What follows belongs to an exercise in optimizing a design on an open flow for small area and a short achievable clock period; a production flow would make more cautious choices. Only simulation tests tie the RTL to the original design; equivalence was not proved. Power figures rest on the tool's default switching activity, not on a simulated workload.

==> design/flow/design.v <==
module qpi_rd_stream #(
  parameter int TAGS   = 8,
  parameter int ADDR_W = 20
) (
  input  logic              clk,
  input  logic              reset,
  input  logic              io_start,
  input  logic [ADDR_W-1:0] io_base_addr,
  input  logic [ADDR_W-1:0] io_num_lines,
  input  logic              io_qpi_rd_req_almostfull,
  output logic [ADDR_W-1:0] io_qpi_rd_req_addr,
  output logic [13:0]       io_qpi_rd_req_mdata,
  output logic              io_qpi_rd_req_valid,
  input  logic [13:0]       io_qpi_rd_rsp_mdata,
  input  logic [511:0]      io_qpi_rd_rsp_data,
  input  logic              io_qpi_rd_rsp_valid,
  output logic              io_out_valid,
  output logic [511:0]      io_out_data,
  input  logic              io_out_ready,
  output logic              io_busy,
  output logic              io_done
);
  localparam int TAG_W  = $clog2(TAGS);
  localparam int LINE_W = 512;
  localparam int SLOTS  = TAGS - 1;
  localparam int SLOT_W = $clog2(SLOTS);
  logic                busy_q;      
  logic                done_q;      
  logic [ADDR_W-1:0]   addr_q;      
  logic [ADDR_W-1:0]   rem_q;       
  logic                left_q;      
  logic [TAG_W-1:0]    tail_q;      
  logic [TAGS-1:0]     head_q;      
  logic [TAGS-1:0]     await_q;
  logic [TAGS-1:0]     full_q;
  logic                can_q;       
  logic                cani_q;      
  logic                valid_q;     
  logic [SLOT_W-1:0]   nslot_q;     
  logic [SLOT_W-1:0]   tslot_q [TAGS];  
  logic [SLOTS-1:0]    rslot_q;     
  logic [LINE_W-1:0]   slot_data [SLOTS];
  logic [TAGS-1:0]     ah0_q;       
  logic [TAGS-1:0]     ah1_q;       
  logic [SLOTS-1:0]    aws_q [TAGS];  
  logic [LINE_W-1:0]   out_q;       
  logic                busy_n;
  logic                done_n;
  logic                left_n;
  logic [TAG_W-1:0]    tail_n;
  logic [TAGS-1:0]     head_n;
  logic [TAGS-1:0]     await_n;
  logic [TAGS-1:0]     full_n;
  logic [TAGS-1:0]     occ_n;
  logic [TAGS-1:0]     tail_oh;
  logic [TAGS-1:0]     tag_oh;
  logic [TAGS-1:0]     acc;
  logic                hit;
  logic                hsel;
  logic [TAGS-1:0]     ah1_n;
  logic [SLOTS-1:0]    we;
  logic [LINE_W-1:0]   rdata;
  logic                want_issue;
  logic                issue;
  logic                pop;
  logic                last_pop;
  logic                start;
  logic                unused_mdata;
  assign tail_oh    = TAGS'(1) << tail_q;
  assign tag_oh     = TAGS'(1) << io_qpi_rd_rsp_mdata[TAG_W-1:0];
  assign want_issue = busy_q & ~done_q & left_q;
  assign issue      = cani_q & ~io_qpi_rd_req_almostfull;
  assign start      = ~busy_q & io_start;
  assign io_qpi_rd_req_valid = can_q & ~io_qpi_rd_req_almostfull;
  assign io_qpi_rd_req_addr  = addr_q;
  assign io_qpi_rd_req_mdata = {{(14-TAG_W){1'b0}}, tail_q};
  assign acc          = {TAGS{io_qpi_rd_rsp_valid}} & tag_oh & await_q;
  assign hsel         = ah0_q[io_qpi_rd_rsp_mdata[TAG_W-1:0]] |
                        (pop & ah1_q[io_qpi_rd_rsp_mdata[TAG_W-1:0]]);
  assign hit          = io_qpi_rd_rsp_valid & hsel;
  assign unused_mdata = ^io_qpi_rd_rsp_mdata[13:TAG_W];
  for (genvar p = 0; p < SLOTS; p++) begin : g_we
    assign we[p] = io_qpi_rd_rsp_valid & ~hsel & aws_q[io_qpi_rd_rsp_mdata[TAG_W-1:0]][p];
  end
  assign io_out_valid = valid_q;
  assign io_out_data  = out_q;
  assign pop          = valid_q & io_out_ready;
  assign last_pop     = pop & ~left_q &
                        ~|((await_q | full_q) & {head_q[TAGS-2:0], head_q[TAGS-1]});
  assign io_busy = busy_q;
  assign io_done = done_q;
  always_comb begin
    rdata = '0;
    for (int p = 0; p < SLOTS; p++)
      rdata = rdata | ({LINE_W{rslot_q[p]}} & slot_data[p]);
  end
  always_comb begin
    busy_n  = busy_q;
    done_n  = done_q;
    left_n  = left_q;
    tail_n  = tail_q;
    head_n  = head_q;
    if (start) begin
      busy_n = 1'b1;
      done_n = (io_num_lines == '0);
      left_n = (io_num_lines != '0);
      tail_n = '0;
      head_n = TAGS'(1);
    end else begin
      if (done_q) begin
        busy_n = 1'b0;
        done_n = 1'b0;
      end else if (last_pop) begin
        done_n = 1'b1;
      end
      if (issue) begin
        left_n = (rem_q != ADDR_W'(1));
        tail_n = tail_q + 1'b1;
      end
      if (pop) head_n = {head_q[TAGS-2:0], head_q[TAGS-1]};
    end
    await_n = (await_q & ~acc) | (issue ? tail_oh : '0);
    full_n  = (full_q & ~(pop ? head_q : '0)) | acc;
    occ_n   = await_n | full_n;
    ah1_n   = await_n & {head_n[TAGS-2:0], head_n[TAGS-1]};
  end
  always_ff @(posedge clk or negedge reset) begin
    if (!reset) begin
      busy_q  <= 1'b0;
      done_q  <= 1'b0;
      addr_q  <= '0;
      rem_q   <= '0;
      left_q  <= 1'b0;
      tail_q  <= '0;
      head_q  <= TAGS'(1);
      await_q <= '0;
      full_q  <= '0;
      can_q   <= 1'b0;
      cani_q  <= 1'b0;
      valid_q <= 1'b0;
    end else begin
      busy_q  <= busy_n;
      done_q  <= done_n;
      left_q  <= left_n;
      tail_q  <= tail_n;
      head_q  <= head_n;
      await_q <= await_n;
      full_q  <= full_n;
      can_q   <= busy_n & ~done_n & left_n & ~occ_n[tail_n];
      cani_q  <= busy_n & ~done_n & left_n & ~|(occ_n & (TAGS'(1) << tail_n));
      valid_q <= |(full_n & head_n);
      if (start) begin
        addr_q <= io_base_addr;
        rem_q  <= io_num_lines;
      end else if (issue) begin
        addr_q <= addr_q + 1'b1;
        rem_q  <= rem_q - 1'b1;
      end
    end
  end
  always_ff @(posedge clk) begin
    if (start) begin
      nslot_q <= SLOT_W'(SLOTS - 1);
      rslot_q <= SLOTS'(1);
    end else begin
      if (issue) begin
        tslot_q[tail_q] <= nslot_q;
        nslot_q         <= (nslot_q == SLOT_W'(SLOTS - 1)) ? '0 : nslot_q + 1'b1;
      end
      if (pop) rslot_q <= {rslot_q[SLOTS-2:0], rslot_q[SLOTS-1]};
    end
  end
  always_ff @(posedge clk) begin
    ah0_q <= await_n & head_n;
    ah1_q <= ah1_n;
    for (int t = 0; t < TAGS; t++) begin
      if (issue && tail_q == TAG_W'(t))
        aws_q[t] <= await_n[t] ? (SLOTS'(1) << nslot_q) : '0;
      else
        aws_q[t] <= await_n[t] ? (SLOTS'(1) << tslot_q[t]) : '0;
    end
  end
  for (genvar p = 0; p < SLOTS; p++) begin : g_slot
    always_ff @(posedge clk) begin
      if (we[p]) slot_data[p] <= io_qpi_rd_rsp_data;
    end
  end
  always_ff @(posedge clk) begin
    if (pop | hit) out_q <= hit ? io_qpi_rd_rsp_data : rdata;
  end
endmodule
==> design/flow/flow/run.sh <==
#!/bin/bash
# Layout: the standard flow (standard.sh: the standard synthesis, floorplan, power grid,
# placement, CTS and routing), with ports buffered by plain buffers instead of the delay cells
# buffer_ports picks by default, and the resizer free to change a cell's footprint. The whole
# make output goes to standard_flow.log; ORFS keeps each step's log under orfs/logs/.
set -euo pipefail
bash standard.sh \
  MATCH_CELL_FOOTPRINT=0 \
  "BUFFER_PORTS_ARGS=-buffer_cell sky130_fd_sc_hd__buf_2" \
  finish > standard_flow.log 2>&1
==> design/flow/standard.sh <==
#!/bin/bash
# synth_recipe.tcl (not shown) runs the flow's synth.tcl, then flattens the netlist and writes it again
# the make line also repeats each setting of config.mk as NAME=value (left out here)
make -C /OpenROAD-flow-scripts/flow DESIGN_CONFIG=/design/flow/config.mk WORK_HOME=/design/flow/orfs CLKGATE_MAP_FILE= SYNTH_SCRIPT=/design/flow/synth_recipe.tcl "${@:-finish}"
==> design/flow/config.mk <==
export PLATFORM = sky130hd
export DESIGN_NAME = qpi_rd_stream
export DESIGN_NICKNAME = qpi_rd_stream
export VERILOG_FILES = /design/flow/design.v
export SDC_FILE = /design/flow/constraint.sdc
export NUM_CORES = 4
export LEC_CHECK = 0
export CAP_MARGIN = 20
export CORE_MARGIN = 2
export CORE_UTILIZATION = 40
export CTS_CLUSTER_DIAMETER = 100
export CTS_CLUSTER_SIZE = 30
export SETUP_SLACK_MARGIN = 2.4
export SLEW_MARGIN = 20
==> design/flow/constraint.sdc <==
create_clock -name core_clock -period 5.5 [get_ports {clk}]
set_input_delay 1.1000 -clock core_clock [delete_from_list [all_inputs] [get_ports {clk}]]
set_output_delay 1.1000 -clock core_clock [all_outputs]
set_load 0.01 [all_outputs]
==> results of run 1 <==
-- stage by stage --
| stage | util | power [mW] |
|---|---|---|
| after floorplan | - | 51.5 |
| after global placement | 0.435 | 58.2 |
| after detailed placement | 0.435 | 58.4 |
| after CTS | 0.449 | 73.9 |
| after global routing | 0.450 | 76.2 |
| final | 0.450 | 73.5 |
-- report_power, final --
part / total, mW / internal [mW] / switching, mW / leakage, nW
sequential: 40.6 / 39.2 / 1.39 / 39.1
clock: 15.7 / 6.05 / 9.64 / 2.39
combinational: 17.2 / 6.37 / 10.8 / 14.8
-- placed cells by master (no fill, tap or decap), drive strengths merged, types with 11 or more instances in the layout --
cell and instances:
edfxtp 4120, buf 1386, a22oi 1028, a21o 519, a31oi 516, a222oi 512, clkbuf 201, nand2 116
diode 88, dfxtp 82, dfrtp 72, o21ai 64, o22ai 51, inv 36, nor2 36, nand3 34
a21oi 34, xor2 21, nand2b 19, xnor2 16, clkinv 16, nor3 14, nor4 14, nand3b 12
mux2i 12, o32ai 11, conb 11
-- repair_timing --
item	CTS	global route
setup endpoints to repair	3245	586
setup buffers	10	0
hold buffers	0	0
gates resized for setup	13	23
gates cloned	3	3
pin swaps	2	0
-- path summary, 6_finish.rpt --
kind                                                to  slack, ns  depth (start not counted)
hold / removal                  addr_q[12]$_DFFE_PN0P_       0.40                          2
max in group asynchronous         await_q[5]$_DFF_PN0_       4.41                          2
min in group core_clock         addr_q[13]$_DFFE_PN0P_       0.40                          3
setup / recovery           slot_data[4][475]$_DFFE_PP_       2.37                          8
setup reg to reg           slot_data[4][475]$_DFFE_PP_       2.46                          7
hold reg to reg                    aws_q[6][0]$_DFF_P_       0.55                          1
-- metal layers --
layer  GRT usage  up-vias
met4      0.0697       86
met3      0.0430      666
met5           0        -
met1       0.284    44700
met2       0.346     4418
li1            -    36100
-- flip-flops by register name (all words and copies together) (netlist names) --
register,count
busy_q,1
out_q,512
await_q,8
head_q,8
cani_q,1
ah1_q,8
valid_q,1
rem_q,20
rslot_q,7
slot_data,3584
aws_q,56
tail_q,3
done_q,1
left_q,1
can_q,1
nslot_q,3
full_q,8
tslot_q,24
ah0_q,8
addr_q,20
-- cell type report --
type / instances / area, um2 / area share
Inverter: 32 / 120 / 0.000699
Clock inverter: 21 / 443 / 0.00258
Clock buffer: 195 / 4520 / 0.0263
Multi-Input combinational cell: 3147 / 23700 / 0.138
Tap cell: 5038 / 6300 / 0.0367
Timing Repair Buffer: 1392 / 9310 / 0.0542
Antenna cell: 88 / 220 / 0.00128
Sequential cell: 4275 / 127000 / 0.741
-- cell families (layout without fill, tap and decap cells) --
family,count (synthesis),in the layout
xor+xnor,37,37
other cells,1,99
fa+ha+maj,10,10
buf+inv,597,1640
compound gates,2766,2766
mux,24,24
flops,4275,4275
simple gates,299,299
==> results.toml, run 1 <==
[run_status]
status = "complete, no violations"

[route]
ant_nets = 0
via_per_inst = 6.05
drtPass1Iterations = 10
met2RoutedLength_um = 207000
vias = 85900
wl_per_cell_um = 30.4
drc = 0
drtIter0Drc = 12500
wl_met1_um = 169000
top_layer = "met5"
wirelength_um = 431000
route.met3.wl_um = 39500

[setup_path]
worstPathRequired_ns = 6.05
rr_startpoint = "valid_q$_DFF_PN0_"
crit_family = "buffers and inverters"
cp_max_fo = 79
worstPathArrival_ns = 3.68
cpPeakStageDelay_ns = 0.55
path_cells = "buf_8, mux4_2, a21oi_2, mux2_4, nand2_8, a21oi_4, buf_12, buf_16"
end_kind = "flip-flop"
critPathBufInv = 3
startpoint = "io_qpi_rd_rsp_mdata[0]"
slowest_stage = "mux4_2"
start_kind = "input pin"
crit_type = "input pin to flip-flop"

[synth]
ys_seq_elements = 4275
synth.most_common_cell = "edfxtp_1"
synth_fa_ha_area_frac = 0.000817
synth_edf_count = 4120
synth-main-ff-cell = "edfxtp_1"
yosysWarningCount = 3
synth-simple-area-share = 0.00986
synthXorXnorAreaFrac = 0.00212
synth_area_per_cell_um2 = 19.1
synth-compound-area-share = 0.138
syn_inst = 8009
synthTopCellsByCount = "4120 x edfxtp_1, 1028 x a22oi_1, 519 x a21o_1"
synth_top_family_by_area = "compound AO/OA/AOI/OAI gates"
synth_cell_types = 61
synthTopCellsByArea = "edfxtp_1 81%, a22oi_1 5.0%, a222oi_1 3.3%, a21o_1 2.5%, a31oi_1 2.1%"
synth.top_cell.area_share = 0.808
seq_area_frac_synth = 0.831
synthArstFlopShare = 0.0171
yosys.area.top_type = "edfxtp_1"
muxShareOfSynthArea = 0.00240
netlist_area_um2 = 153000

[clocking]
cts_buffer_depth = 4
cts-root-buf = "clkbuf_16"
cts-htree-levels = 4
clk_latency_ns = 0.94
clkSinkCount = 4275
cts_tree = "built"
path_clk_slew_ns = 0.12
cts_buffers = 172

[global_routing]
grt_overflow = 0
grt_pass1_wl_um = 608000
groute.usage.overall = 0.212
grt_max_degree = 136
grt_pass1_vias = 84100
antenna_found_initial = 169

[floorplanning]
dieHeight_um = 623
die_area_um2 = 388000
core_um2 = 382000
ioPinCount = 1122
core.rowCount = 227
dieWidth_um = 623
start_util = 0.401

[timing]
rsz0062_at_grt = "yes"
fin_crit_ns = 3.13
slew-limit-headroom = 0.196
finalWorstSetupSlack_ns = 2.37
clock-skew-final_ns = 0.0787
min_period_over_period = 0.569
finalSetupViolCount = 0
fmax_ghz = 0.320
slew_viol_final = 0
tns_ns = 0
worst_slew_pin_slew_ns = 1.21
hold_viol_final = 0
fin_hold_ws_ns = 0.398

[final_layout]
stdcell_count = 14200
nFillCells = 32500
fin_area_um2 = 172000
drive_gt1_frac = 0.180
areaGrowthSynthToFinish_pct = 12.2
final_net_count = 9602

[placed_design]
globalplace.congestion = 0.841
dp_slack_ns = 0.935
placed_area_um2 = 166000
numPortBuffers = 1099
dp_cells = 13900
post-dp-hpwl_um = 247000

[flow_run]
maxCapViolCount = 0

[power]
p_leak_nw = 56.3
cellPowerDensity_nw_per_um2 = 428
vdd_ir_drop_max_mv = 0.331

[hold_path]
hold_class = "input pin to async pin"
==> inputs of run 2 (changes only) <==
--- a/design/flow/config.mk
+++ b/design/flow/config.mk
@@ -12,3 +12,3 @@
 export CTS_CLUSTER_SIZE = 30
-export SETUP_SLACK_MARGIN = 2.4
+export SETUP_SLACK_MARGIN = 2.8
 export SLEW_MARGIN = 20
==> results.toml, run 2 <==
[run_status]
status = "complete, no violations"

[final_layout]
multi_input_area_um2 = 23700
fin_area_um2 = 174000
final_common_cell = "edfxtp_1"
nFillCells = 32400
reg.largest.list = "slot_data: 3584 flops, out_q: 512 flops, aws_q: 56 flops"
largest-register = "slot_data"
areaGrowthSynthToFinish_pct = 13.3
final_net_count = 9676
drive_gt1_frac = 0.188
regArea_um2 = 127000
layout_common_cells = "4120 x edfxtp_1, 1062 x buf_2, 1028 x a22oi_1"
largest_reg_flops = 3584
post-route-util = 0.455

[timing]
worst_slew_pin_slew_ns = 1.25
tns_ns = 0
rsz0062_at_grt = "yes"
min_period_over_period = 0.542
hold_viol_final = 0
fmax_ghz = 0.335
clock-skew-final_ns = 0.0739
slew-limit-headroom = 0.170
slew_viol_final = 0
fin_crit_ns = 2.98
finalSetupViolCount = 0

[route]
wl_per_cell_um = 31.0
drc = 0
drtPass1Iterations = 8
vias = 86500
ant_nets = 0
via_per_inst = 6.07
drtIter0Drc = 12700
wirelength_um = 441000

[setup_path]
startpoint = "out_q[511]$_DFFE_PP_"
end_kind = "primary output"
slowest_stage = "edfxtp_1"
path_depth = 1
r2r_cells = 5
rr_startpoint = "rslot_q[0]$_SDFFE_PP1N_"
cpPeakStageDelay_ns = 0.76
r2r_setup_slack_ns = 2.77
worstPathArrival_ns = 1.88
cp_max_fo = 9
start_kind = "flip-flop"
crit_type = "flip-flop to primary output"
worstPathRequired_ns = 4.40
crit_family = "flip-flops"
r2r-end = "out_q[292]$_DFFE_PP_"
path_cells = "buf_2"
endpoint = "io_out_data[511]"
critPathBufInv = 1

[clocking]
cts_tree = "built"
path_clk_slew_ns = 0.11
clkSinkCount = 4275
cts-htree-levels = 4
cts_buffers = 172
cts_buffer_depth = 4
cts-root-buf = "clkbuf_16"
clk_latency_ns = 0.94
cts_hold_buffers = 0

[synth]
syn_inst = 8009
yosys.area.top_type = "edfxtp_1"
synth.top_cell.area_share = 0.808
yosysWarningCount = 3
synth.most_common_cell = "edfxtp_1"
synthTopCellsByArea = "edfxtp_1 81%, a22oi_1 5.0%, a222oi_1 3.3%, a21o_1 2.5%, a31oi_1 2.1%"
synthArstFlopShare = 0.0171
netlist_area_um2 = 153000
synthTopCellsByCount = "4120 x edfxtp_1, 1028 x a22oi_1, 519 x a21o_1"
synth_cell_types = 61
seq_area_frac_synth = 0.831
synth_edf_count = 4120
synth-main-ff-cell = "edfxtp_1"
synth_area_per_cell_um2 = 19.1
ys_seq_elements = 4275

[global_routing]
antenna_found_initial = 173
grt_overflow = 0
grt_pass1_vias = 84000
grt_pass1_wl_um = 616000
gr-max-usage-layer = "met2"
use_met3 = 0.0427
grt_max_degree = 136
grt_util_met1 = 0.290
grt_use_met2 = 0.352
groute.usage.overall = 0.215

[placed_design]
post-dp-hpwl_um = 247000
placed_area_um2 = 166000
globalplace.congestion = 0.841
numPortBuffers = 1099

[power]
vdd_ir_drop_max_mv = 0.333
cellPowerDensity_nw_per_um2 = 426
finalPower_mw = 73.9
p_leak_nw = 57.0

[floorplanning]
die_area_um2 = 388000
dieWidth_um = 623
core.rowCount = 227
start_util = 0.401
core_um2 = 382000
dieHeight_um = 623
ioPinCount = 1122

[flow_run]
maxCapViolCount = 0

[hold_path]
hold_class = "input pin to async pin"
-- run 2: worst min-delay path by stage --
stage,from,end,slack (ns),cells after the start
floorplan,full_q[5]$_DFF_PN0_,full_q[5]$_DFF_PN0_,0.48,2
global placement,full_q[5]$_DFF_PN0_,full_q[5]$_DFF_PN0_,0.51,2
detailed placement,full_q[0]$_DFF_PN0_,full_q[0]$_DFF_PN0_,0.51,2
CTS,io_base_addr[13],addr_q[13]$_DFFE_PN0P_,0.31,3
global route,reset,addr_q[10]$_DFFE_PN0P_,0.15,2
finish,reset,addr_q[11]$_DFFE_PN0P_,0.18,2
-- run 2: final cells by class --
cell class / instances / area share
sequential: 4275 / 0.733
inverter: 32 / 0.000692
clock buffer: 195 / 0.0260
timing repair buffer: 1466 / 0.0634
multi-input combinational: 3147 / 0.137
tap: 5038 / 0.0363
antenna: 81 / 0.00117
clock inverter: 21 / 0.00255
-- run 2: routing by layer --
metal	part of all wire	wire length, um
met5	0.0012	548
met4	0.031	13600
met3	0.091	40300
met2	0.49	214000
met1	0.39	172000
-- run 2: through the flow --
stage / setup WS, ns / instances / hold slack [ns]
finish: 2.52 / 14300 / 0.180
global route: 2.36 / 14200 / 0.149
CTS: 2.37 / 14100 / 0.314
detailed placement: 0.935 / 13900 / 0.511
global placement: 0.946 / 13900 / 0.510
floorplan: -9.97 / 8019 / 0.476
-- run 2: where the power goes --
group / total (mW) / leakage, nW / internal, mW / switching (mW)
clock network: 15.7 / 2.39 / 6.05 / 9.66
registers: 40.6 / 39.1 / 39.2 / 1.35
logic: 17.6 / 15.5 / 6.61 / 11.0
-- run 2: cell families (layout without fill, tap and decap cells) --
kind of cell,after synthesis,after routing,share of synthesized area
buf+inv,597,1714,0.0158
fa+ha+maj,10,10,0.000817
simple gates,299,299,0.00986
xor+xnor,37,37,0.00212
flops,4275,4275,0.831
other cells,1,92,0.0000245
mux,24,24,0.00240
compound gates,2766,2766,0.138
-- run 2: repair_timing --
action	in CTS	in global routing
resized for setup	125	48
pin swaps	3	3
setup buffers	29	18
endpoints found under the setup margin	4466	1922
cloned	28	14
==> inputs of run 3 (changes only) <==
--- a/design/flow/config.mk
+++ b/design/flow/config.mk
@@ -12,3 +12,3 @@
 export CTS_CLUSTER_SIZE = 30
-export SETUP_SLACK_MARGIN = 2.8
+export SETUP_SLACK_MARGIN = 3.1
 export SLEW_MARGIN = 20
==> results.toml, run 3 <==
[timing]
finalWorstSetupSlack_ns = 2.50
slew_viol_final = 0
fmax_ghz = 0.333
fin_crit_ns = 3.00
hold_viol_final = 0
slew-limit-headroom = 0.150
tns_ns = 0
worst_slew_pin_slew_ns = 1.27
finalSetupViolCount = 0
fin_hold_ws_ns = 0.172
min_period_over_period = 0.545
clock-skew-final_ns = 0.0825
rsz0062_at_grt = "yes"

[setup_path]
slowest_stage = "edfxtp_1"
endpoint = "io_out_data[511]"
path_depth = 1
cpPeakStageDelay_ns = 0.77
crit_family = "flip-flops"
end_kind = "primary output"
r2r-end = "slot_data[0][289]$_DFFE_PP_"
start_kind = "flip-flop"
crit_type = "flip-flop to primary output"
rr_startpoint = "ah1_q[4]$_DFF_P_"
r2r_cells = 10
r2r_setup_slack_ns = 2.75
worstPathRequired_ns = 4.40
critPathBufInv = 1
path_cells = "buf_2"
cp_max_fo = 9
worstPathArrival_ns = 1.90
startpoint = "out_q[511]$_DFFE_PP_"

[floorplanning]
ioPinCount = 1122
core_um2 = 382000
dieHeight_um = 623
die_area_um2 = 388000
core.rowCount = 227
start_util = 0.401
dieWidth_um = 623

[synth]
ys_seq_elements = 4275
synth_area_per_cell_um2 = 19.1
syn_inst = 8009
synth.most_common_cell = "edfxtp_1"
synth_edf_count = 4120
yosysWarningCount = 3
synth-main-ff-cell = "edfxtp_1"
yosys.area.top_type = "edfxtp_1"
seq_area_frac_synth = 0.831
synthTopCellsByCount = "4120 x edfxtp_1, 1028 x a22oi_1, 519 x a21o_1"
synth_cell_types = 61
synthTopCellsByArea = "edfxtp_1 81%, a22oi_1 5.0%, a222oi_1 3.3%, a21o_1 2.5%, a31oi_1 2.1%"
synthArstFlopShare = 0.0171
netlist_area_um2 = 153000
synth.top_cell.area_share = 0.808

[final_layout]
layout_common_cells = "4120 x edfxtp_1, 1028 x a22oi_1, 940 x buf_2"
reg.largest.list = "slot_data: 3584 flops, out_q: 512 flops, aws_q: 56 flops"
nFillCells = 30500
final_net_count = 10500
drive_gt1_frac = 0.256
final_common_cell = "edfxtp_1"
largest-register = "slot_data"
post-route-util = 0.501
areaGrowthSynthToFinish_pct = 25.0
largest_reg_flops = 3584

[clocking]
cts_tree = "built"
clk_latency_ns = 0.95
cts-htree-levels = 4
cts_hold_buffers = 0
cts_buffers = 172
clkSinkCount = 4275
cts-root-buf = "clkbuf_16"
path_clk_slew_ns = 0.11
cts_buffer_depth = 4

[power]
p_seq_frac = 0.524
p_leak_nw = 64.5
clkPwrFrac = 0.206
cellPowerDensity_nw_per_um2 = 404
vdd_ir_drop_max_mv = 0.332
p_sw_frac = 0.304
power_frac_comb = 0.271
p_sw_mw = 23.5
p_int_mw = 53.8

[route]
wirelength_um = 529000
vias = 94500
via_per_inst = 6.28
wl_per_cell_um = 35.2
drtIter0Drc = 16300
ant_nets = 0
drtPass1Iterations = 9
drc = 0

[run_status]
status = "complete, no violations"

[placed_design]
post-dp-hpwl_um = 247000
numPortBuffers = 1099
dp_slack_ns = 0.935
globalplace.congestion = 0.841

[global_routing]
groute.usage.overall = 0.246
grt_overflow = 0
grt_pass1_vias = 87500
grt_max_degree = 136
antenna_found_initial = 172
grt_pass1_wl_um = 686000

[flow_run]
maxCapViolCount = 0

[hold_path]
hold_class = "input pin to async pin"
-- run 3: cell counts after synthesis --
Identical to the previous run, type by type.
-- run 3: per-layer routing --
metal,vias to the layer above,GRT usage,part of all wire
met5,-,0,0.00095
met4,76,0.0887,0.042
met3,881,0.0454,0.11
met2,6456,0.399,0.48
met1,49100,0.332,0.37
li1,38000,-,-
-- run 3: cell families after synthesis --
logic type                 Yosys count  synth area share
AOI/OAI and AO/OA                 2766             0.138
xor gates and xnor gates            37           0.00212
adders and majority gates           10          0.000817
buffers and inverters              597            0.0158
DFF                               4275             0.831
muxes                               24           0.00240
other                                1         0.0000245
and+or+nand+nor                    299           0.00986
-- run 3: stage by stage --
step	total power, mW	instance area (um2)	std cells
finish	77.3	191000	15000
global route	79.6	191000	15000
CTS	76.1	185000	14700
detailed placement	58.4	166000	13900
global placement	58.2	166000	13900
floorplan	51.5	153000	8019
-- run 3: how the worst min path moves through the flow --
stage                         from                     end  slack [ns]  depth (start not counted)
5_1_grt                      reset  addr_q[10]$_DFFE_PN0P_        0.15                          2
2_1_floorplan  full_q[5]$_DFF_PN0_     full_q[5]$_DFF_PN0_        0.48                          2
3_3_place_gp   full_q[5]$_DFF_PN0_     full_q[5]$_DFF_PN0_        0.51                          2
6_report                     reset  addr_q[10]$_DFFE_PN0P_        0.17                          2
3_5_place_dp   full_q[0]$_DFF_PN0_     full_q[0]$_DFF_PN0_        0.51                          2
4_1_cts           io_base_addr[13]  addr_q[13]$_DFFE_PN0P_        0.31                          3
-- run 3: timing repair --
item,4_1_cts,5_1_grt
gates resized for setup,987,394
endpoints found under the hold margin,0,0
setup buffers,266,83
pin swaps,6,15
setup endpoints to repair,5137,4070
cloned,333,181
-- run 3: power groups by stage --
stage	clock (mW)	combinational, mW	sequential [mW]
after floorplan	0	9.73	41.8
after detailed placement	0	17.1	41.3
after global placement	0	16.9	41.3
final	15.9	20.9	40.5
after global routing	17.0	22.0	40.6
after CTS	16.0	19.6	40.5
-- run 3: area by class of cell --
type | instances | area, um2 | share of cell area
well taps | 5038 | 6300 | 0.0329
flip-flops and latches | 4275 | 127000 | 0.665
multi-input cells | 3148 | 24100 | 0.126
clock inverters | 21 | 443 | 0.00231
diodes | 101 | 253 | 0.00132
inverters | 32 | 120 | 0.000627
repair buffers | 2239 | 28500 | 0.149
clock buffers | 195 | 4520 | 0.0236
==> inputs of run 4 (changes only) <==
--- a/design/flow/config.mk
+++ b/design/flow/config.mk
@@ -9,6 +9,7 @@
 export CORE_MARGIN = 2
-export CORE_UTILIZATION = 40
+export CORE_UTILIZATION = 48
 export CTS_CLUSTER_DIAMETER = 100
-export CTS_CLUSTER_SIZE = 30
-export SETUP_SLACK_MARGIN = 3.1
+export CTS_CLUSTER_SIZE = 24
+export PLACE_DENSITY = 0.6
+export SETUP_SLACK_MARGIN = 2.8
 export SLEW_MARGIN = 20
==> results.toml, run 4 <==
[placed_design]
post-dp-hpwl_um = 233000
placed_area_um2 = 164000
dp_slack_ns = 0.882
dp_cells = 12900
numPortBuffers = 1099
globalplace.congestion = 0.838

[synth]
synthTopCellsByCount = "4120 x edfxtp_1, 1028 x a22oi_1, 519 x a21o_1"
synthArstFlopShare = 0.0171
synthTopCellsByArea = "edfxtp_1 81%, a22oi_1 5.0%, a222oi_1 3.3%, a21o_1 2.5%, a31oi_1 2.1%"
synth_cell_types = 61
yosysWarningCount = 3
synth_area_per_cell_um2 = 19.1
synth.most_common_cell = "edfxtp_1"
seq_area_frac_synth = 0.831
ys_seq_elements = 4275
synth.top_cell.area_share = 0.808
synth-main-ff-cell = "edfxtp_1"
yosys.area.top_type = "edfxtp_1"
synth_edf_count = 4120
netlist_area_um2 = 153000
syn_inst = 8009

[setup_path]
crit_family = "flip-flops"
critPathBufInv = 1
slowest_stage = "edfxtp_1"
path_cells = "buf_2"
worstPathArrival_ns = 1.77
r2r-end = "out_q[26]$_DFFE_PP_"
worstPathRequired_ns = 4.40
crit_type = "flip-flop to primary output"
end_kind = "primary output"
cp_max_fo = 1
r2r_cells = 4
cpPeakStageDelay_ns = 0.63
start_kind = "flip-flop"
rr_startpoint = "rslot_q[1]$_SDFFE_PP0N_"
r2r_setup_slack_ns = 2.80

[final_layout]
largest-register = "slot_data"
multi_input_area_um2 = 23700
final_net_count = 9662
regArea_um2 = 127000
areaGrowthSynthToFinish_pct = 12.9
nFillCells = 24600
fin_area_um2 = 173000
layout_common_cells = "4120 x edfxtp_1, 1077 x buf_2, 1028 x a22oi_1"
reg.largest.list = "slot_data: 3584 flops, out_q: 512 flops, aws_q: 56 flops"
drive_gt1_frac = 0.186
final_common_cell = "edfxtp_1"
largest_reg_flops = 3584
stdcell_count = 13400

[power]
p_leak_nw = 57.1
p_int_mw = 52.6
p_seq_frac = 0.543
vdd_ir_drop_max_mv = 0.338
clkPwrFrac = 0.221
power_frac_comb = 0.237
cellPowerDensity_nw_per_um2 = 432
p_sw_mw = 22.1
p_sw_frac = 0.296

[flow_run]
maxCapViolCount = 0

[clocking]
clk_latency_ns = 0.95
path_clk_slew_ns = 0.09
clkSinkCount = 4275
cts_buffer_depth = 4
cts-root-buf = "clkbuf_16"
cts-htree-levels = 4
cts_tree = "built"
cts_buffers = 202

[global_routing]
grt_pass1_vias = 82700
grt_max_degree = 126
groute.usage.overall = 0.255
antenna_found_initial = 165
grt_pass1_wl_um = 605000
grt_overflow = 0

[route]
wirelength_um = 432000
drtIter0Drc = 12500
wl_per_cell_um = 32.3
via_per_inst = 6.46
drc = 0
vias = 86300
ant_nets = 0
drtPass1Iterations = 9

[timing]
clock-skew-final_ns = 0.0773
rsz0062_at_grt = "yes"
fin_crit_ns = 2.87
fmax_ghz = 0.348
finalSetupViolCount = 0
slew-limit-headroom = 0.192
tns_ns = 0
hold_viol_final = 0
slew_viol_final = 0
min_period_over_period = 0.522
worst_slew_pin_slew_ns = 1.21
finalWorstSetupSlack_ns = 2.63

[hold_path]
min_to = "addr_q[9]$_DFFE_PN0P_"
min_path_cells = 3
hold_class = "input pin to flip-flop"
min_from = "io_base_addr[9]"

[floorplanning]
dieWidth_um = 569
die_area_um2 = 323000
core.rowCount = 207
start_util = 0.482
core_um2 = 318000
ioPinCount = 1122
dieHeight_um = 569

[run_status]
status = "complete, no violations"
-- run 4: worst max-delay path by stage --
| stage | start | to | cells after the start |
|---|---|---|---|
| after global routing | out_q[142]$_DFFE_PP_ | io_out_data[142] | 1 |
| after detailed placement | io_qpi_rd_rsp_mdata[0] | slot_data[3][136]$_DFFE_PP_ | 8 |
| after floorplan | io_qpi_rd_rsp_mdata[0] | slot_data[0][0]$_DFFE_PP_ | 6 |
| final | out_q[142]$_DFFE_PP_ | io_out_data[142] | 1 |
| after CTS | out_q[142]$_DFFE_PP_ | io_out_data[142] | 1 |
| after global placement | io_qpi_rd_rsp_mdata[0] | slot_data[3][37]$_DFFE_PP_ | 8 |
-- run 4: power groups by stage --
stage | combinational (mW) | sequential (mW) | clock (mW)
5_1_grt | 19.0 | 40.7 | 17.9
6_report | 17.7 | 40.5 | 16.5
3_5_place_dp | 17.0 | 41.3 | 0
3_3_place_gp | 16.9 | 41.3 | 0
4_1_cts | 17.6 | 40.5 | 16.8
2_1_floorplan | 9.73 | 41.8 | 0
-- run 4: logic make-up (layout without fill, tap and decap cells) --
logic type	after synthesis	in the layout	share of synthesized area
adder cells (fa/ha/maj)	10	10	0.000817
AO/OA/AOI/OAI	2766	2766	0.138
XOR/XNOR	37	37	0.00212
buffers and inverters	597	1703	0.0158
other	1	75	0.0000245
flip-flops	4275	4275	0.831
multiplexers	24	24	0.00240
AND/OR/NAND/NOR	299	299	0.00986
-- run 4: repair_timing --
item,4_1_cts,5_1_grt
gates cloned,49,13
setup buffers,37,14
hold endpoints to repair,5,0
hold buffers,1,0
resized for setup,151,47
endpoints found under the setup margin,4373,1291
pin swaps,3,3
-- run 4: layout make-up --
cell class | count | area share
flip-flops and latches | 4275 | 0.736
repair buffers | 1422 | 0.0631
diodes | 64 | 0.000927
inverters | 32 | 0.000695
multi-input cells | 3147 | 0.137
clock inverters | 16 | 0.00128
clock buffers | 233 | 0.0304
well taps | 4180 | 0.0303
-- run 4: metal layers --
metal / track usage / wire [um]
met1: 0.354 / 171000
met2: 0.402 / 203000
met3: 0.0659 / 44800
met4: 0.0719 / 12000
met5: 0 / 819
-- run 4: through the flow --
| stage | hold slack [ns] | utilization | power, mW |
|---|---|---|---|
| detailed placement | 0.523 | 0.517 | 58.3 |
| CTS | 0.319 | 0.541 | 74.9 |
| global placement | 0.518 | 0.517 | 58.2 |
| finish | 0.398 | 0.544 | 74.7 |
| global route | 0.356 | 0.544 | 77.5 |
| floorplan | 0.476 | - | 51.5 |
==> inputs of run 5 (changes only) <==
--- a/design/flow/config.mk
+++ b/design/flow/config.mk
@@ -9,6 +9,6 @@
 export CORE_MARGIN = 2
-export CORE_UTILIZATION = 48
-export CTS_CLUSTER_DIAMETER = 100
-export CTS_CLUSTER_SIZE = 24
-export PLACE_DENSITY = 0.6
+export CORE_UTILIZATION = 55
+export CTS_CLUSTER_DIAMETER = 80
+export CTS_CLUSTER_SIZE = 20
+export PLACE_DENSITY = 0.65
 export SETUP_SLACK_MARGIN = 2.8
==> results.toml, run 5 <==
[route]
drtIter0Drc = 12700
drc = 0
vias = 86700
via_per_inst = 6.70
ant_nets = 0
wl_per_cell_um = 32.4
drtPass1Iterations = 10
wirelength_um = 419000

[clocking]
clk_latency_ns = 0.95
cts_tree = "built"
clkSinkCount = 4275
cts-htree-levels = 4
cts_buffers = 238
cts-root-buf = "clkbuf_16"
path_clk_slew_ns = 0.08
cts_buffer_depth = 4

[timing]
fin_crit_ns = 2.82
hold_viol_final = 0
worst_slew_pin_slew_ns = 1.09
fmax_ghz = 0.355
tns_ns = 0
clock-skew-final_ns = 0.0728
fin_hold_ws_ns = 0.388
slew-limit-headroom = 0.274
slew_viol_final = 0
min_period_over_period = 0.512
rsz0062_at_grt = "yes"
finalSetupViolCount = 0

[placed_design]
globalplace.congestion = 0.864
dp_cells = 12500
numPortBuffers = 1099
post-dp-hpwl_um = 232000

[power]
cellPowerDensity_nw_per_um2 = 437
vdd_ir_drop_max_mv = 0.326
finalPower_mw = 75.5
p_leak_nw = 57.4

[setup_path]
worstPathArrival_ns = 1.72
startpoint = "out_q[39]$_DFFE_PP_"
cpPeakStageDelay_ns = 0.59
path_cells = "buf_2"
end_kind = "primary output"
crit_family = "flip-flops"
start_kind = "flip-flop"
critPathBufInv = 1
rr_startpoint = "rslot_q[3]$_SDFFE_PP0N_"
slowest_stage = "edfxtp_1"
crit_type = "flip-flop to primary output"
worstPathRequired_ns = 4.40
cp_max_fo = 1

[synth]
synth_area_per_cell_um2 = 19.1
synth.most_common_cell = "edfxtp_1"
seq_area_frac_synth = 0.831
ys_seq_elements = 4275
yosysWarningCount = 3
synthArstFlopShare = 0.0171
synth_cell_types = 61
synth_edf_count = 4120
synth.top_cell.area_share = 0.808
synth-main-ff-cell = "edfxtp_1"
synthTopCellsByCount = "4120 x edfxtp_1, 1028 x a22oi_1, 519 x a21o_1"
synthTopCellsByArea = "edfxtp_1 81%, a22oi_1 5.0%, a222oi_1 3.3%, a21o_1 2.5%, a31oi_1 2.1%"
netlist_area_um2 = 153000
syn_inst = 8009
yosys.area.top_type = "edfxtp_1"

[floorplanning]
ioPinCount = 1122
dieWidth_um = 532
dieHeight_um = 532
die_area_um2 = 283000
start_util = 0.553
core_um2 = 277000
core.rowCount = 193

[final_layout]
layout_common_cells = "4120 x edfxtp_1, 1068 x buf_2, 1028 x a22oi_1"
largest_reg_flops = 3584
reg.largest.list = "slot_data: 3584 flops, out_q: 512 flops, aws_q: 56 flops"
drive_gt1_frac = 0.187
largest-register = "slot_data"
nFillCells = 19400
areaGrowthSynthToFinish_pct = 12.9
post-route-util = 0.624
final_common_cell = "edfxtp_1"
final_net_count = 9675
stdcell_count = 12900

[flow_run]
maxCapViolCount = 0

[global_routing]
grt_overflow = 0
groute.usage.overall = 0.286
grt_max_degree = 133
grt_pass1_vias = 83600
grt_pass1_wl_um = 595000
antenna_found_initial = 211

[run_status]
status = "complete, no violations"

[hold_path]
hold_class = "input pin to async pin"
[run 5: repair_timing]
action | 4_1_cts | 5_1_grt
hold buffers | 0 | 0
setup endpoints to repair | 4597 | 2436
gates cloned | 36 | 9
gates resized for setup | 131 | 28
buffers inserted | 22 | 10
pin swaps | 4 | 3
[run 5: worst paths after layout]
path                                                to  slack (ns)  depth (start not counted)
worst max-delay path                   io_out_data[39]        2.68                          1
worst min-delay path            addr_q[13]$_DFFE_PN0P_        0.39                          2
worst max register to register    out_q[429]$_DFFE_PP_        2.88                          5
worst min register to register     full_q[7]$_DFF_PN0_        0.55                          2
max in group asynchronous          tail_q[2]$_DFF_PN0_        4.28                          2
min in group core_clock          addr_q[3]$_DFFE_PN0P_        0.40                          3
[run 5: cells by family after synthesis]
family	synth area share
buf+inv	0.0158
mux	0.00240
fa+ha+maj	0.000817
simple gates	0.00986
compound gates	0.138
other cells	0.0000245
flops	0.831
xor+xnor	0.00212
[run 5: routing by layer]
metal | global-route usage | up-vias | share of wire
met2 | 0.442 | 4821 | 0.47
met3 | 0.0702 | 793 | 0.11
met1 | 0.397 | 44700 | 0.38
li1 | - | 36300 | -
met4 | 0.105 | 144 | 0.038
met5 | 0 | - | 0.0022
[run 5: layout make-up]
class / instances / area, um2 / area share
Clock buffer: 268 / 6110 / 0.0354
Tap cell: 3705 / 4640 / 0.0268
Multi-Input combinational cell: 3147 / 23700 / 0.137
Sequential cell: 4275 / 127000 / 0.736
Timing Repair Buffer: 1399 / 10600 / 0.0612
Clock inverter: 16 / 233 / 0.00135
Inverter: 32 / 120 / 0.000695
Antenna cell: 99 / 248 / 0.00143
[run 5: stage by stage]
step	area [um2]	worst slack, ns
global route	173000	2.65
floorplan	153000	-9.97
CTS	172000	2.62
global placement	164000	0.895
detailed placement	164000	0.885
finish	173000	2.68
[run 5: report_power, final]
part	switching [mW]	leakage, nW	internal, mW
clock	9.79	3.10	7.91
sequential	1.50	39.1	39.2
combinational	10.5	15.2	6.53
total	21.8	57.4	53.7
==> inputs of run 6 (changes only) <==
--- a/design/flow/config.mk
+++ b/design/flow/config.mk
@@ -9,6 +9,6 @@
 export CORE_MARGIN = 2
-export CORE_UTILIZATION = 55
+export CORE_UTILIZATION = 60
 export CTS_CLUSTER_DIAMETER = 80
 export CTS_CLUSTER_SIZE = 20
-export PLACE_DENSITY = 0.65
+export PLACE_DENSITY = 0.69
 export SETUP_SLACK_MARGIN = 2.8
==> results.toml, run 6 <==
[synth]
synth.most_common_cell = "edfxtp_1"
seq_area_frac_synth = 0.831
synth_area_per_cell_um2 = 19.1
synth.top_cell.area_share = 0.808
synth_cell_types = 61
synthArstFlopShare = 0.0171
synth-main-ff-cell = "edfxtp_1"
synth_edf_count = 4120
netlist_area_um2 = 153000
syn_inst = 8009
yosysWarningCount = 3
synthTopCellsByCount = "4120 x edfxtp_1, 1028 x a22oi_1, 519 x a21o_1"
synthTopCellsByArea = "edfxtp_1 81%, a22oi_1 5.0%, a222oi_1 3.3%, a21o_1 2.5%, a31oi_1 2.1%"
yosys.area.top_type = "edfxtp_1"
ys_seq_elements = 4275

[timing]
min_period_over_period = 0.501
hold_viol_final = 0
fin_crit_ns = 2.76
clock-skew-final_ns = 0.0669
finalSetupViolCount = 0
slew-limit-headroom = 0.164
tns_ns = 0
worst_slew_pin_slew_ns = 1.25
rsz0062_at_grt = "yes"
slew_viol_final = 0
fmax_ghz = 0.363

[setup_path]
cp_max_fo = 1
critPathBufInv = 1
path_cells = "buf_2"
startpoint = "out_q[14]$_DFFE_PP_"
crit_family = "flip-flops"
worstPathRequired_ns = 4.40
crit_type = "flip-flop to primary output"
r2r_setup_slack_ns = 2.81
slowest_stage = "edfxtp_1"
start_kind = "flip-flop"
end_kind = "primary output"
cpPeakStageDelay_ns = 0.55
worstPathArrival_ns = 1.66
r2r-end = "slot_data[3][21]$_DFFE_PP_"
r2r_cells = 7
rr_startpoint = "ah0_q[5]$_DFF_P_"

[power]
vdd_ir_drop_max_mv = 0.357
cellPowerDensity_nw_per_um2 = 437
p_leak_nw = 57.4

[hold_path]
hold_class = "input pin to async pin"

[floorplanning]
die_area_um2 = 259000
dieWidth_um = 509
core.rowCount = 185
ioPinCount = 1122
core_um2 = 254000
start_util = 0.603
dieHeight_um = 509

[global_routing]
grt_overflow = 0
grt_max_degree = 147
grt_pass1_vias = 82400
grt_pass1_wl_um = 577000
antenna_found_initial = 193
groute.usage.overall = 0.305

[clocking]
cts-htree-levels = 4
cts_hold_buffers = 0
clkSinkCount = 4275
path_clk_slew_ns = 0.09
cts_buffers = 235
clk_latency_ns = 0.94
cts_tree = "built"
cts-root-buf = "clkbuf_16"
cts_buffer_depth = 3

[flow_run]
maxCapViolCount = 0

[route]
ant_nets = 0
vias = 87300
via_per_inst = 6.91
drtIter0Drc = 14500
drc = 0
wirelength_um = 413000
drtPass1Iterations = 9
wl_per_cell_um = 32.7

[final_layout]
reg.largest.list = "slot_data: 3584 flops, out_q: 512 flops, aws_q: 56 flops"
drive_gt1_frac = 0.188
regArea_um2 = 127000
final_common_cell = "edfxtp_1"
largest-register = "slot_data"
nFillCells = 16300
areaGrowthSynthToFinish_pct = 12.6
stdcell_count = 12600
largest_reg_flops = 3584
final_net_count = 9679
multi_input_area_um2 = 23700
layout_common_cells = "4120 x edfxtp_1, 1073 x buf_2, 1028 x a22oi_1"

[placed_design]
numPortBuffers = 1099
dp_cells = 12100
globalplace.congestion = 0.869
post-dp-hpwl_um = 226000

[run_status]
status = "complete, no violations"
-- run 6: cell counts after synthesis --
Identical to the previous run, type by type.
-- run 6: logic make-up (layout without fill, tap and decap cells) --
logic type / Yosys count / count (layout) / share of synthesized area
xor gates and xnor gates: 37 / 37 / 0.00212
muxes: 24 / 24 / 0.00240
other: 1 / 112 / 0.0000245
AOI/OAI and AO/OA: 2766 / 2766 / 0.138
buffers and inverters: 597 / 1739 / 0.0158
and+or+nand+nor: 299 / 300 / 0.00986
adders and majority gates: 10 / 10 / 0.000817
DFF: 4275 / 4275 / 0.831
-- run 6: cell type report --
class | count | share of cell area
antenna | 101 | 0.00147
clock buffer | 276 | 0.0351
clock inverter | 26 | 0.00213
inverter | 32 | 0.000697
multi-input combinational | 3148 | 0.137
sequential | 4275 | 0.738
tap | 3366 | 0.0244
timing repair buffer | 1405 | 0.0608
-- run 6: timing repair --
action | in CTS | in global routing
endpoints found under the setup margin | 4720 | 1788
resized for setup | 110 | 45
gates cloned | 26 | 19
pin swaps | 5 | 3
buffers inserted | 39 | 12
-- run 6: per-stage QoR --
stage          power (mW)  area (um2)  setup slack (ns)   util  hold slack, ns
6_report             75.4      172000              2.74  0.679           0.284
5_1_grt              78.0      172000              2.70  0.679           0.307
4_1_cts              75.3      171000              2.69  0.675           0.241
3_5_place_dp         57.8      164000             0.835  0.645           0.506
3_3_place_gp         57.6      164000             0.860  0.645           0.511
2_1_floorplan        51.5      153000             -9.97      -           0.476
-- run 6: power by group --
part	internal, mW	switching, mW	leakage (nW)	total, mW
Clock	7.81	9.82	3.12	17.6
Sequential	39.2	1.40	39.1	40.6
Combinational	6.44	10.7	15.2	17.1
-- run 6: worst max-delay path by stage --
stage,to,slack [ns],cells past startpoint
floorplan,slot_data[0][0]$_DFFE_PP_,-9.97,6
global placement,slot_data[6][73]$_DFFE_PP_,0.86,7
detailed placement,slot_data[6][75]$_DFFE_PP_,0.83,7
CTS,io_out_data[366],2.69,1
global route,io_out_data[26],2.70,1
finish,io_out_data[14],2.74,1
-- run 6: metal layers --
layer | global-route usage | vias to the layer above | wire (um)
met5 | 0 | - | 842
met4 | 0.129 | 124 | 16800
met3 | 0.0818 | 731 | 49000
met2 | 0.459 | 5445 | 194000
met1 | 0.425 | 44700 | 153000
li1 | - | 36300 | -
==> inputs of run 7 (changes only) <==
--- a/design/flow/config.mk
+++ b/design/flow/config.mk
@@ -9,7 +9,7 @@
 export CORE_MARGIN = 2
-export CORE_UTILIZATION = 60
+export CORE_UTILIZATION = 65
 export CTS_CLUSTER_DIAMETER = 80
 export CTS_CLUSTER_SIZE = 20
-export PLACE_DENSITY = 0.69
-export SETUP_SLACK_MARGIN = 2.8
+export PLACE_DENSITY = 0.74
+export SETUP_SLACK_MARGIN = 2.9
 export SLEW_MARGIN = 20
==> results.toml, run 7 <==
[timing]
slew-limit-headroom = 0.271
fin_hold_ws_ns = 0.351
fmax_ghz = 0.354
slew_viol_final = 0
hold_viol_final = 0
min_period_over_period = 0.514
rsz0062_at_grt = "yes"
finalSetupViolCount = 0
worst_slew_pin_slew_ns = 1.09
fin_crit_ns = 2.83
tns_ns = 0
clock-skew-final_ns = 0.0611

[global_routing]
grt_overflow = 0
grt_pass1_wl_um = 590000
grt_max_degree = 162
groute.usage.overall = 0.341
antenna_found_initial = 200
grt_pass1_vias = 84600

[placed_design]
dp_cells = 11900
globalplace.congestion = 0.878
post-dp-hpwl_um = 226000
numPortBuffers = 1099

[setup_path]
critPathBufInv = 7
worstPathArrival_ns = 3.43
cp_max_fo = 8
end_kind = "flip-flop"
path_cells = "buf_16, mux4_2, a21oi_4, mux2_4, nand2_8, buf_6, a21oi_4, buf_12, buf_16, buf_12, buf_12, buf_16"
crit_family = "buffers and inverters"
start_kind = "input pin"
crit_type = "input pin to flip-flop"
path_depth = 12
cpPeakStageDelay_ns = 0.55
worstPathRequired_ns = 6.10
slowest_stage = "mux4_2"
r2r_cells = 11

[floorplanning]
dieWidth_um = 489
dieHeight_um = 489
core_um2 = 235000
start_util = 0.652
die_area_um2 = 239000
ioPinCount = 1122
core.rowCount = 178

[clocking]
clkSinkCount = 4275
cts_hold_buffers = 0
clk_latency_ns = 0.91
path_clk_slew_ns = 0.09
cts-htree-levels = 4
cts-root-buf = "clkbuf_16"
cts_buffer_depth = 3
cts_tree = "built"
cts_buffers = 235

[synth]
synth_cell_types = 61
synthTopCellsByArea = "edfxtp_1 81%, a22oi_1 5.0%, a222oi_1 3.3%, a21o_1 2.5%, a31oi_1 2.1%"
ys_seq_elements = 4275
yosysWarningCount = 3
synth_area_per_cell_um2 = 19.1
netlist_area_um2 = 153000
synth-simple-area-share = 0.00986
synth-main-ff-cell = "edfxtp_1"
synth.top_cell.area_share = 0.808
synth.most_common_cell = "edfxtp_1"
synth_top_family_by_area = "compound AO/OA/AOI/OAI gates"
muxShareOfSynthArea = 0.00240
synth-compound-area-share = 0.138
synthArstFlopShare = 0.0171
synth_fa_ha_area_frac = 0.000817
yosys.area.top_type = "edfxtp_1"
synthTopCellsByCount = "4120 x edfxtp_1, 1028 x a22oi_1, 519 x a21o_1"
seq_area_frac_synth = 0.831
synth_edf_count = 4120
syn_inst = 8009
synthXorXnorAreaFrac = 0.00212

[hold_path]
hold_class = "input pin to async pin"

[final_layout]
layout_common_cells = "4120 x edfxtp_1, 1028 x a22oi_1, 942 x buf_2"
final_net_count = 10000
final_common_cell = "edfxtp_1"
stdcell_count = 12800
reg.largest.list = "slot_data: 3584 flops, out_q: 512 flops, aws_q: 56 flops"
drive_gt1_frac = 0.219
largest_reg_flops = 3584
largest-register = "slot_data"
areaGrowthSynthToFinish_pct = 18.0

[power]
p_sw_frac = 0.295
p_leak_nw = 61.0
p_sw_mw = 22.9
cellPowerDensity_nw_per_um2 = 429
power_frac_comb = 0.246
clkPwrFrac = 0.231
finalPower_mw = 77.5
p_seq_frac = 0.524
p_int_mw = 54.7
vdd_ir_drop_max_mv = 0.371

[run_status]
status = "complete, no violations"

[route]
drtPass1Iterations = 11
vias = 92500
wirelength_um = 459000
wl_per_cell_um = 35.8
drc = 0
drtIter0Drc = 17500
ant_nets = 0
via_per_inst = 7.22

[flow_run]
maxCapViolCount = 0
## run 7: cell counts after synthesis
No cell type changed its count.
## run 7: final cells by class
class | instances | area, um2
Antenna cell | 137 | 343
Clock buffer | 277 | 6100
Clock inverter | 23 | 400
Fill cell | 12500 | 54000
Inverter | 32 | 120
Multi-Input combinational cell | 3147 | 23700
Sequential cell | 4275 | 127000
Tap cell | 3150 | 3940
Timing Repair Buffer | 1762 | 18900
## run 7: power by group through the flow
stage	clock network, mW	logic, mW	registers, mW
after floorplan	0	9.73	41.8
after global placement	0	16.2	41.3
after detailed placement	0	16.5	41.4
after CTS	17.8	17.6	40.6
after global routing	18.9	20.0	40.7
final	17.9	19.1	40.6
## run 7: what timing repair did
item	CTS	global route
setup buffers	77	107
pin swaps	5	3
endpoints found under the setup margin	4907	2767
cloned	91	174
gates resized for setup	458	272
## run 7: worst paths after layout
path | to | slack (ns) | start
worst max-delay path | slot_data[2][434]$_DFFE_PP_ | 2.67 | io_qpi_rd_rsp_mdata[0]
worst min-delay path | rem_q[14]$_DFFE_PN0P_ | 0.35 | reset
worst max register to register | slot_data[2][434]$_DFFE_PP_ | 2.71 | ah0_q[5]$_DFF_P_
worst min register to register | full_q[2]$_DFF_PN0_ | 0.54 | full_q[2]$_DFF_PN0_
max in group asynchronous | tail_q[1]$_DFF_PN0_ | 4.11 | reset
min in group core_clock | addr_q[2]$_DFFE_PN0P_ | 0.42 | io_base_addr[2]
## run 7: logic make-up (layout without fill, tap and decap cells)
family,Yosys count,after routing
and+or+nand+nor,299,299
muxes,24,24
buffers and inverters,597,2094
adders and majority gates,10,10
other,1,148
DFF,4275,4275
AOI/OAI and AO/OA,2766,2766
xor gates and xnor gates,37,37
## run 7: metal layers
| metal | up-vias | track usage | part of all wire |
|---|---|---|---|
| li1 | 37200 | - | - |
| met1 | 46500 | 0.465 | 0.34 |
| met2 | 7538 | 0.519 | 0.47 |
| met3 | 1123 | 0.0911 | 0.14 |
| met4 | 124 | 0.163 | 0.054 |
| met5 | - | 0 | 0.0016 |
## run 7: stage by stage
stage               cell area [um2]  worst slack [ns]   util
floorplan                    153000             -9.97      -
detailed placement           164000             0.809  0.697
global placement             164000             0.801  0.697
finish                       181000              2.67  0.770
CTS                          174000              2.64  0.743
global route                 181000              2.66  0.769

## separate check: timing with driven ports
The flow's constraints put no driver on any port. The routed layouts listed below were extracted and timed again, unchanged, in two steps. Step 1 (the two cells are an assumption about what drives the block):
set clk [get_ports {clk}]
set_driving_cell -lib_cell sky130_fd_sc_hd__clkbuf_16 $clk
set_driving_cell -lib_cell sky130_fd_sc_hd__buf_2 [delete_from_list [all_inputs] $clk]
Step 2 also shifts input and output timing later by t, the mid clock arrival at the registers, as if the neighbouring blocks saw the same clock. a / b / c = ideal / step 1 / step 2; a / b = the first two.
run | t (ns) | setup slack, ns | worst setup path after step 2 | latest minus earliest clock arrival (ns)
run 1 | 1.019 | 2.371 / 2.345 / 1.326 | input to register | 0.100 / 0.100
run 2 | 0.996 | 2.516 / 2.413 / 1.572 | input to register | 0.096 / 0.097
run 3 | 1.015 | 2.501 / 2.388 / 1.522 | input to register | 0.101 / 0.102
run 4 | 1.008 | 2.629 / 2.529 / 1.609 | input to register | 0.077 / 0.078
run 5 | 1.012 | 2.682 / 2.580 / 1.676 | input to register | 0.073 / 0.073
run 6 | 1.005 | 2.743 / 2.643 / 1.656 | input to register | 0.076 / 0.076
run 7 | 0.986 | 2.673 / 2.554 / 1.568 | input to register | 0.068 / 0.069
After both steps every run listed still meets setup and hold. The setup slack of run 7, which loses most, moves by -0.119 ns with the drivers and by -1.105 ns with both steps.
